This design comes from an exercise in tuning for small area, a short achievable clock period and few clock cycles on the open sky130 flow, not from production work. In this exercise RTL edits were held to simulation tests only and were not proved equivalent to the original. Power is estimated from default activity; no workload was simulated.

==> flow/design.v <==
package ptts_pkg;
    localparam int NUM_SLOTS = 16;
    localparam int IDX_W     = (NUM_SLOTS > 1) ? $clog2(NUM_SLOTS) : 1;
    localparam int SLOT_W    = 4;
    localparam logic [2:0] CMD_ADD  = 3'd0;
    localparam logic [2:0] CMD_DEL  = 3'd1;
    localparam logic [2:0] CMD_QRY  = 3'd2;
    localparam logic [2:0] CMD_TICK = 3'd3;
    localparam logic [2:0] CMD_DSP  = 3'd4;
    localparam logic [1:0] ST_RUNNABLE = 2'd0;
    localparam logic [1:0] ST_RUNNING  = 2'd1;
    localparam logic [1:0] ST_STOPPED  = 2'd2;
    localparam logic [1:0] ST_ERROR    = 2'd3;
    localparam logic [1:0] K_ADD  = 2'd0;
    localparam logic [1:0] K_DEL  = 2'd1;
    localparam logic [1:0] K_STAT = 2'd2;
    localparam logic [1:0] K_FIRE = 2'd3;
    localparam logic [15:0] TICK_DIV_RST = 16'd392;
    typedef struct packed {
        logic [2:0]  cmd;
        logic [7:0]  task_key;
        logic [15:0] period;
    } t_item;
    typedef struct packed {
        logic [1:0] resp_kind;
        logic [7:0] out_task;
        logic [3:0] slot_index;
        logic [1:0] task_status;
        logic       ok;
        logic       last;
    } t_result;
    typedef struct packed {
        logic             accept;
        logic             scan;
        logic             flush;
        logic             last_slot;
        logic [IDX_W-1:0] idx;
        logic [2:0]       op;
    } t_dp_ctl;
    typedef struct packed {
        logic hit;
        logic wrap;
    } t_dp_sts;
endpackage
import ptts_pkg::*;
module periodic_task_table_scheduler (
    input  logic              i_clk,
    input  logic              i_rst_n,
    input  logic              start,
    output logic              busy,
    input  logic [26:0]       i_item,
    output logic              o_result_valid,
    output logic [17:0]       o_result,
    input  logic              i_cfg_valid,
    output logic              o_cfg_ready,
    input  logic [15:0]       i_cfg_data
);
    localparam int N = NUM_SLOTS;
    function automatic logic [N-1:0] first_one(input logic [N-1:0] v);
        logic seen;
        seen = 1'b0;
        for (int i = 0; i < N; i++) begin
            first_one[i] = v[i] && !seen;
            seen = seen | v[i];
        end
    endfunction
    function automatic logic [3:0] first_idx(input logic [N-1:0] v);
        first_idx = '0;
        for (int i = N - 1; i >= 0; i--) begin
            if (v[i]) first_idx = 4'(i);
        end
    endfunction
    function automatic logic many(input logic [N-1:0] v);
        logic seen;
        seen = 1'b0;
        many = 1'b0;
        for (int i = 0; i < N; i++) begin
            many = many | (seen && v[i]);
            seen = seen | v[i];
        end
    endfunction
    logic [7:0]   r_key [N];
    logic [15:0]  r_per [N];
    logic [15:0]  r_cd  [N];
    logic [N-1:0] r_run;
    logic [N-1:0] r_zero;        
    logic [15:0]  r_tick_div;
    logic [15:0]  r_pre;
    logic         r_wrap;        
    logic         r_busy;
    logic         r_vld;
    logic [17:0]  r_out;
    logic [N-1:0] r_pm;
    logic [2:0]  cmd;
    logic [7:0]  key_in;
    logic [15:0] per_in;
    assign cmd    = i_item[26:24];
    assign key_in = i_item[23:16];
    assign per_in = i_item[15:0];
    logic accept;
    assign accept = start && !r_busy;
    assign busy           = r_busy;
    assign o_cfg_ready    = !r_busy && !start;
    assign o_result_valid = r_vld;
    assign o_result       = r_out;
    logic [N-1:0] match, zero, due, per_zero, cd_one;
    logic [15:0]  borrow [N];
    always_comb begin
        for (int i = 0; i < N; i++) begin
            match[i] = (r_key[i] == key_in);
            zero[i]  = r_zero[i];
            per_zero[i] = (r_per[i] == '0);
            cd_one[i]   = (r_cd[i] == 16'd1);
            due[i]   = r_run[i] && zero[i];
            for (int b = 0; b < 16; b++) borrow[i][b] = ~|(r_cd[i] & ~(16'hFFFF << b));
        end
    end
    logic [N-1:0] fire, fire1, free1, match1;
    logic [3:0]   fire_idx, free_idx, match_idx;
    logic         fire_any, fire_many, free_any, match_any;
    logic [7:0]   fire_key;
    logic         match_run;
    assign fire      = r_busy ? r_pm : due;
    assign fire1     = first_one(fire);
    assign fire_idx  = first_idx(fire);
    assign fire_any  = |fire;
    assign fire_many = many(fire);
    assign free1     = first_one(~r_run);
    assign free_idx  = first_idx(~r_run);
    assign free_any  = ~&r_run;
    assign match1    = first_one(match);
    assign match_idx = first_idx(match);
    assign match_any = |match;
    always_comb begin
        fire_key  = '0;
        match_run = 1'b0;
        for (int i = 0; i < N; i++) begin
            fire_key  = fire_key | (fire1[i] ? r_key[i] : 8'd0);
            match_run = match_run | (match1[i] && r_run[i]);
        end
    end
    logic        n_vld, n_busy;
    logic [17:0] n_out;
    always_comb begin
        n_busy = 1'b0;
        n_vld  = 1'b0;
        n_out  = {K_FIRE, fire_key, fire_idx, ST_RUNNABLE, 1'b1, !fire_many};
        if (r_busy) begin
            n_vld  = 1'b1;
            n_busy = fire_many;
        end else if (accept) begin
            case (cmd)
                CMD_ADD: begin
                    n_vld = 1'b1;
                    n_out = free_any ? {K_ADD, key_in, free_idx, ST_RUNNABLE, 1'b1, 1'b1}
                                     : {K_ADD, key_in, 4'd0, ST_ERROR, 1'b0, 1'b1};
                end
                CMD_DEL: begin
                    n_vld = 1'b1;
                    n_out = match_any ? {K_DEL, key_in, match_idx, ST_STOPPED, 1'b1, 1'b1}
                                      : {K_DEL, key_in, 4'd0, ST_ERROR, 1'b0, 1'b1};
                end
                CMD_QRY: begin
                    n_vld = 1'b1;
                    n_out = match_any ? {K_STAT, key_in, match_idx,
                                         (match_run ? ST_RUNNABLE : ST_STOPPED), 1'b0, 1'b1}
                                      : {K_STAT, key_in, 4'd0, ST_ERROR, 1'b0, 1'b1};
                end
                CMD_DSP: begin
                    n_vld  = fire_any;
                    n_busy = fire_many;
                end
                default: ;
            endcase
        end
    end
    logic do_add, do_del, do_tick, do_dsp, cfg_we, n_wrap;
    assign do_add  = accept && (cmd == CMD_ADD);
    assign do_del  = accept && (cmd == CMD_DEL);
    assign do_tick = accept && (cmd == CMD_TICK);
    assign do_dsp  = accept && (cmd == CMD_DSP);
    assign cfg_we  = !r_busy && !start && i_cfg_valid;
    always_comb begin
        if (cfg_we)
            n_wrap = ({1'b0, r_pre} + 17'd1) >= {1'b0, i_cfg_data};
        else if (do_tick)
            n_wrap = r_wrap ? (r_tick_div <= 16'd1)
                            : (({1'b0, r_pre} + 17'd2) >= {1'b0, r_tick_div});
        else
            n_wrap = r_wrap;
    end
    always_ff @(posedge i_clk) begin
        if (!i_rst_n) begin
            r_busy     <= 1'b0;
            r_vld      <= 1'b0;
            r_pm       <= '0;
            r_run      <= '0;
            r_pre      <= '0;
            r_tick_div <= TICK_DIV_RST;
            r_wrap     <= 1'b0;
            for (int i = 0; i < N; i++) r_key[i] <= '0;
        end else begin
            r_busy <= n_busy;
            r_vld  <= n_vld;
            if (r_busy || do_dsp) r_pm <= fire & ~fire1;
            r_wrap <= n_wrap;
            if (cfg_we) r_tick_div <= i_cfg_data;
            if (do_tick) r_pre <= r_wrap ? 16'd0 : r_pre + 16'd1;
            for (int i = 0; i < N; i++) begin
                if (do_add && free1[i]) begin
                    r_key[i] <= key_in;
                    r_run[i] <= 1'b1;
                end
                if (do_del && match1[i]) r_run[i] <= 1'b0;
            end
        end
    end
    always_ff @(posedge i_clk) begin
        r_out <= n_out;
    end
    always_ff @(posedge i_clk) begin
        for (int i = 0; i < N; i++) begin
            if (do_add && free1[i]) begin
                r_per[i]  <= per_in;
                r_cd[i]   <= per_in;
                r_zero[i] <= (per_in == '0);
            end else begin
                if (do_dsp && due[i])
                    r_zero[i] <= per_zero[i];
                else if (do_tick && r_wrap && r_run[i] && !zero[i])
                    r_zero[i] <= cd_one[i];
                r_cd[i]  <= (r_cd[i] ^ (borrow[i] & {16{do_tick && r_wrap && r_run[i] && !zero[i]}}))
                          | (r_per[i] & {16{do_dsp && due[i]}});
            end
        end
    end
endmodule
clock: 6.0 ns
lec_check: 0
cap_margin: 20
core_margin: 2
core_utilization: 65
cts_cluster_diameter: 80
cts_cluster_size: 20
setup_slack_margin: 3.0
slew_margin: 20
run.sh (not shown) runs the stock make flow with config.mk's settings and CLKGATE_MAP_FILE= SYNTH_SCRIPT=/design/flow/synth_recipe.tcl, a recipe that flattens the netlist after the stock synthesis.
The starting point completed with no timing, DRC or antenna violations.
Testbench counts at the start, summed over its fixed seeds: cycles 21,292.
Rerun with:
CORE_UTILIZATION = 70   (was 65)
PLACE_DENSITY = 0.72   (was unset)
SETUP_SLACK_MARGIN = 3.2   (was 3.0)
Effect:
- total power is lower by 0.61%
- core utilization came out higher by 8.6 points
- combinational power increases by 12%
- first-iteration DRC count grows by 29%
- die area decreases by 7.0%
- area after synthesis is unchanged
Rerun with:
CORE_UTILIZATION = 65   (was 70)
CTS_CLUSTER_DIAMETER = unset   (was 80)
CTS_CLUSTER_SIZE = unset   (was 20)
PLACE_DENSITY = unset   (was 0.72)
Effect:
- area after synthesis stays the same
- cell area is higher by 2.0%
- critical path depth is higher by 1
Rerun with:
CTS_CLUSTER_DIAMETER = 80   (was unset)
CTS_CLUSTER_SIZE = 20   (was unset)
SETUP_SLACK_MARGIN = 3.3   (was 3.2)
=> The new run went through all stages and came out clean. Register-to-register slack degrades by 0.02 ns. Area after synthesis stays the same. Total power is lower by about a fifth. Synthesized cell count does not change. Utilization barely changes. Count of clock-buffer cells in the layout is lower by 28. Worst setup slack degrades by 0.027 ns. Die area does not change. Final area stays flat.

what the ideal ports hide:
No port has a modelled driver above. Below, the same layouts with a new extraction and two added sets of constraints.
Step 1 assumes that a clkbuf_16 drives the clock port and a buf_2 every other input.
Step 2 also shifts input and output timing later by t, the mid clock arrival at the registers, as if the neighbouring blocks saw the same clock.
Three values: no drivers, after step 1, after step 2; two values: the first two.
| run | t (ns) | slack for setup (ns) | clock arrival spread, ns |
|---|---|---|---|
| the first run | 0.682 | 2.977 / 2.977 / 2.374 | 0.034 / 0.035 |
| the second run | 0.683 | 3.051 / 2.971 / 2.287 | 0.040 / 0.041 |
| the third run | 0.688 | 3.136 / 3.054 / 2.367 | 0.026 / 0.025 |
| the fourth run | 0.669 | 3.108 / 3.077 / 2.407 | 0.027 / 0.027 |
After both steps setup and hold are still met in every run listed. For the third run, which loses most, drivers alone change the setup slack by -0.082 ns; drivers and shift together by -0.769 ns.
